Source: an optimization exercise on an open RTL-to-GDS flow (aim: small area, a short achievable clock period and few clock cycles per item). Production flows keep margins and buffers that such runs may drop.
In this exercise RTL edits were held to simulation tests only and were not proved equivalent to the original.

File: flow/design.v
package Primitives;
  typedef struct packed {
    logic [15:0] x;
    logic [15:0] y;
    logic [15:0] z;
  } Vertex_t;
  typedef struct packed {
    logic [15:0] i;
    logic [15:0] j;
    logic [15:0] k;
  } Normal_t;
  typedef struct packed {
    Vertex_t     v1;
    Vertex_t     v2;
    Vertex_t     v3;
    Normal_t     normal;
    logic [11:0] color;
  } Face_t;
  typedef struct packed {
    Vertex_t v1;
    Vertex_t v2;
    Vertex_t v3;
  } Matrix_t;
  localparam int FACES_BITS  = 204;   
  localparam int MATRIX_BITS = 144;   
  typedef enum logic [1:0] {
    IDLE  = 2'd0,
    XFORM = 2'd1,
    DONE  = 2'd2
  } XformState_t;
endpackage
module DotProduct
(
  input  Primitives::Vertex_t a,
  input  Primitives::Vertex_t b,
  output logic [15:0] result
);
  function automatic logic [15:0] mul_q88(input logic [15:0] p, input logic [15:0] q);
    logic [15:0] mag_p;
    logic [15:0] mag_q;
    logic [31:0] prod;
    logic [15:0] trunc;
    mag_p = p[15] ? (~p + 16'd1) : p;
    mag_q = q[15] ? (~q + 16'd1) : q;
    prod  = {16'd0, mag_p} * {16'd0, mag_q};
    trunc = 16'(prod >> 8);
    mul_q88 = (p[15] ^ q[15]) ? (~trunc + 16'd1) : trunc;
  endfunction
  assign result = mul_q88(a.x, b.x) + mul_q88(a.y, b.y) + mul_q88(a.z, b.z);
endmodule
module face_transform
(
  input  logic                   clk,
  input  logic                   rst_n,
  input  logic                   in_valid,
  output logic                   in_ready,
  input  logic [Primitives::FACES_BITS-1:0]  in_face,
  input  logic [Primitives::MATRIX_BITS-1:0] in_matrix,
  output logic                   out_valid,
  input  logic                   out_ready,
  output logic [Primitives::FACES_BITS-1:0]  out_face,
  output logic [15:0]            face_count
);
  Primitives::XformState_t state;
  Primitives::XformState_t state_nxt;
  logic [1:0]  idx;
  Primitives::Face_t       face_q;
  Primitives::Matrix_t     mat_q;
  Primitives::Face_t       out_q;
  Primitives::Vertex_t     point;
  logic [15:0] x_res;
  logic [15:0] y_res;
  logic [15:0] z_res;
  always_ff @(posedge clk or negedge rst_n) begin
    if (!rst_n) state <= Primitives::IDLE;
    else        state <= state_nxt;
  end
  always_comb begin
    state_nxt = state;
    in_ready  = 1'b0;
    out_valid = 1'b0;
    unique case (state)
      Primitives::IDLE: begin
        in_ready = 1'b1;
        if (in_valid) state_nxt = Primitives::XFORM;
      end
      Primitives::XFORM: begin
        if (idx == 2'd3) state_nxt = Primitives::DONE;
      end
      Primitives::DONE: begin
        out_valid = 1'b1;
        if (out_ready) state_nxt = Primitives::IDLE;
      end
      default: state_nxt = Primitives::IDLE;
    endcase
  end
  always_comb begin
    point = '0;
    unique case (idx)
      2'd0:    point = face_q.v1;
      2'd1:    point = face_q.v2;
      2'd2:    point = face_q.v3;
      default: point = {face_q.normal.i, face_q.normal.j, face_q.normal.k};
    endcase
  end
  DotProduct u_dot_x (.a(point), .b(mat_q.v1), .result(x_res));
  DotProduct u_dot_y (.a(point), .b(mat_q.v2), .result(y_res));
  DotProduct u_dot_z (.a(point), .b(mat_q.v3), .result(z_res));
  always_ff @(posedge clk or negedge rst_n) begin
    if (!rst_n) begin
      idx        <= 2'd0;
      face_q     <= '0;
      mat_q      <= '0;
      out_q      <= '0;
      face_count <= 16'd0;
    end else begin
      unique case (state)
        Primitives::IDLE: begin
          if (in_valid) begin
            face_q <= in_face;
            mat_q  <= in_matrix;
            idx    <= 2'd0;
          end
        end
        Primitives::XFORM: begin
          unique case (idx)
            2'd0:    out_q.v1     <= {x_res, y_res, z_res};
            2'd1:    out_q.v2     <= {x_res, y_res, z_res};
            2'd2:    out_q.v3     <= {x_res, y_res, z_res};
            default: out_q.normal <= {x_res, y_res, z_res};
          endcase
          out_q.color <= face_q.color;
          idx <= idx + 2'd1;
        end
        Primitives::DONE: begin
          if (out_ready) face_count <= face_count + 16'd1;
        end
        default: ;
      endcase
    end
  end
  assign out_face = out_q;
endmodule
File: flow/constraint.sdc
create_clock -name core_clock -period 13.5 [get_ports {clk}]
set_input_delay 2.7000 -clock core_clock [delete_from_list [all_inputs] [get_ports {clk}]]
set_output_delay 2.7000 -clock core_clock [all_outputs]
set_load 0.01 [all_outputs]
File: flow/config.mk
export PLATFORM = sky130hd
export DESIGN_NAME = face_transform
export DESIGN_NICKNAME = face_transform
export VERILOG_FILES = /design/flow/design.v
export SDC_FILE = /design/flow/constraint.sdc
export NUM_CORES = 4
export LEC_CHECK = 0
export CAP_MARGIN = 20
export CORE_MARGIN = 2
export CORE_UTILIZATION = 40
export SLEW_MARGIN = 20
File: flow/run.sh
#!/bin/bash
# synth_recipe.tcl (not shown) runs the flow's synth.tcl, then flattens the netlist and writes it again
# the make line also repeats each setting of config.mk as NAME=value (left out here)
make -C /OpenROAD-flow-scripts/flow DESIGN_CONFIG=/design/flow/config.mk WORK_HOME=/design/flow/orfs CLKGATE_MAP_FILE= SYNTH_SCRIPT=/design/flow/synth_recipe.tcl finish
==> flow_summary.json <==
{
  "clk_latency_ps": 740,
  "ys_ff_latch": 572,
  "min_path_type": "reg -> reg",
  "nNetsFinal": 14192,
  "utilization_pct": 46.4,
  "fillers": 22585,
  "finalCritPeriodShare_pct": 95.7,
  "maxCapViolCount": 0,
  "maxSlewViolCount": 0,
  "path_clk_slew_ps": 60,
  "io_buffers": 573,
  "setup_viol_count_final": 0,
  "crit_slowest_cell": "o41a_1",
  "reg2reg_from": "idx[0]$_DFFE_PN0P_",
  "fin_area_um2": 107000,
  "fmax_ghz": 0.0774,
  "rows": 176,
  "synthCells": 11064,
  "grt_max_degree": 191,
  "ios": 574,
  "ys_types": 97,
  "drt_iter0_drc": 6702,
  "endpoint": "out_q[155]$_DFFE_PN0P_",
  "cpMostUsedCell": "xnor2_1",
  "synth-edff-count": 0,
  "drt_first_pass_iters": 8,
  "area_growth_syn_to_layout_pct": 15.1,
  "final_common_cell": "nand2_1",
  "wl_per_cell_um": 23.2,
  "syn_area_per_cell_um2": 8.40,
  "antenna_found_initial": 23,
  "drive_above_1_share_pct": 5.99,
  "critPathMaxFanout": 21,
  "tightest_slew_ps": 1170,
  "placed_cell_area_um2": 104000,
  "syn_nets": 13630,
  "grt_usage_pct": 28.9,
  "num_vias": 77977,
  "grt_overflow": 0,
  "ant_nets": 0,
  "timing.rr.end": "out_q[155]$_DFFE_PN0P_",
  "grt_pass1_wl_um": 511000,
  "worst_setup_path_start_kind": "flip-flop",
  "setup_slack_ps": 581,
  "ctsHoldBuffers": 0,
  "critPathRequiredTime_ps": 14060,
  "synth_top_area_share_pct": 33.4,
  "async_reset_ff_share_pct": 100,
  "drc": 0,
  "grt_pass1_vias": 81940,
  "slowest_delay_ps": 600,
  "final_hold_viol_count": 0,
  "reg2regPathDepth": 48,
  "critPathArrivalTime_ps": 13480,
  "pre_cts_ws_ps": -17.5,
  "initial_core_util_pct": 40.3,
  "clockBufferDepth": 3,
  "ys_seq_area_share_pct": 15.4,
  "critPathCaptureType": "flip-flop",
  "fin_crit_ps": 12920,
  "cts_buffers": 70,
  "ys_top_cells_by_area": "fa_1 33%, dfrtp_1 15%, nand2_1 9.8%",
  "place.gp.congestion": 0.990,
  "die_w_um": 486,
  "slew-limit-headroom_pct": 21.5,
  "root_buffer": "clkbuf_16",
  "via_per_inst": 5.30,
  "tns_ps": 0,
  "critPathLaunch": "idx[0]$_DFFE_PN0P_",
  "coreArea_um2": 230000,
  "syn_area_um2": 92900,
  "outcome": "timing/DRC/antenna clean",
  "ys.flop_type": "dfrtp_1",
  "synth.largest_area_cell": "fa_1",
  "final_cell_mix": "2413 x nand2_1, 2031 x inv_1, 1550 x fa_1, 1105 x nor2_1, 658 x ha_1",
  "worstSetupPathType": "reg -> reg",
  "die-area_um2": 236000,
  "die_height_um": 486,
  "clock_sinks": 572,
  "h-tree-depth": 3,
  "r2r_slack_ps": 580,
  "cts_tree": "done",
  "hpwl_um": 280000,
  "drt_wl_total_um": 341000,
  "yosys_warnings": 2,
  "finalClockSkew_ps": 43.8
}
## timing repair
item	CTS	global route
endpoints found under the hold margin	0	0
setup endpoints to repair	4	21
setup buffers	1	16
gates resized for setup	2	71
pin swaps	2	23
gates cloned	0	0
## layer usage
| metal | up-vias | routed length, µm | track usage (%) |
|---|---|---|---|
| met1 | 39271 | 138000 | 37.7 |
| met3 | 729 | 29700 | 5.72 |
| li1 | 34576 | - | - |
| met2 | 3391 | 153000 | 45.8 |
| met5 | - | 64 | 0 |
| met4 | 10 | 19900 | 14.5 |
## worst min-delay path by stage
| stage | from | end | depth (start not counted) |
|---|---|---|---|
| 2_1_floorplan | face_q[33]$_DFFE_PN0P_ | face_q[33]$_DFFE_PN0P_ | 2 |
| 3_3_place_gp | face_q[10]$_DFFE_PN0P_ | out_q[10]$_DFFE_PN0P_ | 2 |
| 3_5_place_dp | face_q[7]$_DFFE_PN0P_ | out_q[7]$_DFFE_PN0P_ | 2 |
| 4_1_cts | face_q[7]$_DFFE_PN0P_ | out_q[7]$_DFFE_PN0P_ | 2 |
| 5_1_grt | face_count[15]$_DFFE_PN0P_ | face_count[15]$_DFFE_PN0P_ | 1 |
| 6_report | face_count[15]$_DFFE_PN0P_ | face_count[15]$_DFFE_PN0P_ | 1 |
## cells by family after synthesis
group / after synthesis / share of synthesized area, %
simple gates: 4005 / 17.5
buf+inv: 2496 / 10.1
fa+ha+maj: 2214 / 42.4
compound gates: 986 / 6.79
xor+xnor: 733 / 7.11
flops: 572 / 15.4
mux: 58 / 0.677
## flip-flops by register name (all words and copies together), names as in the netlist
register,cells
state,2
face_count,16
idx,2
out_q,204
mat_q,144
face_q,204
## worst max-delay path: cells and delay by family (launching register included)
kind | cells | cell delay [ps]
fa+ha+maj | 9 | 4250
compound gates | 10 | 2690
xor+xnor | 16 | 3100
buf+inv | 9 | 1350
flops | 1 | 440
simple gates | 4 | 930
## cells in the mapped netlist (13+ instances only)
cell and n:
mux2i_1 21, nor4_1 21, or4_1 20, a31oi_1 36, a222oi_1 41, buf_1 35
a21oi_1 224, o21ai_1 13, inv_1 2032, nand2_1 2418, o21bai_1 18, and3_1 18
o31ai_1 53, nand4_1 24, clkbuf_1 399, a21o_1 85, xor2_1 270, dfrtp_1 572
o21ai_0 330, ha_1 663, buf_2 15, o21a_1 25, and2_1 73, nand3_1 49
fa_1 1551, o41ai_1 18, or3_1 27, or2_2 21, mux2_2 35, xnor2_1 448
a22oi_1 13, nor3_1 56, nor2b_1 44, nor2_1 1109, nand2b_1 73
## per-stage QoR
step	instances	hold WS, ps
6_report	14716	467
5_1_grt	14713	475
2_1_floorplan	11064	437
3_3_place_gp	14562	446
3_5_place_dp	14563	452
4_1_cts	14692	468
## final cells by class
type                       instances  area [µm²]  area share (%)
clock inverter                    25         298           0.279
sequential                       572       14300            13.4
tap                             3026        3790            3.54
inverter                        2042        7670            7.17
timing repair buffer             944        8730            8.17
antenna                            8        20.0          0.0187
clock buffer                     103        1990            1.86
multi-input combinational       7996       70100            65.6
Testbench counts, summed over its fixed seeds: cycles 7,680, items 1,280.

port drivers added, routing unchanged:
The flow's constraints put no driver on any port. The routed layout listed below was extracted and timed again, unchanged, in two steps. Step 1 (the two cells are an assumption about what drives the block):
set clk [get_ports {clk}]
set_driving_cell -lib_cell sky130_fd_sc_hd__clkbuf_16 $clk
set_driving_cell -lib_cell sky130_fd_sc_hd__buf_2 [delete_from_list [all_inputs] $clk]
Step 2, shift: input delay + t, output delay - t, t = (earliest + latest rising clock arrival at the registers) / 2. This alone moves slack from input paths to output paths. Three values: no drivers, after step 1, after step 2; two values: the first two.
t (ns): 0.815
setup slack, ns: 0.581 / 0.581 / 0.581
latest minus earliest clock arrival (ns): 0.048 / 0.049
After both steps setup and hold are still met in this run. For this run, drivers alone change the setup slack by 0.000 ns; drivers and shift together by 0.000 ns.
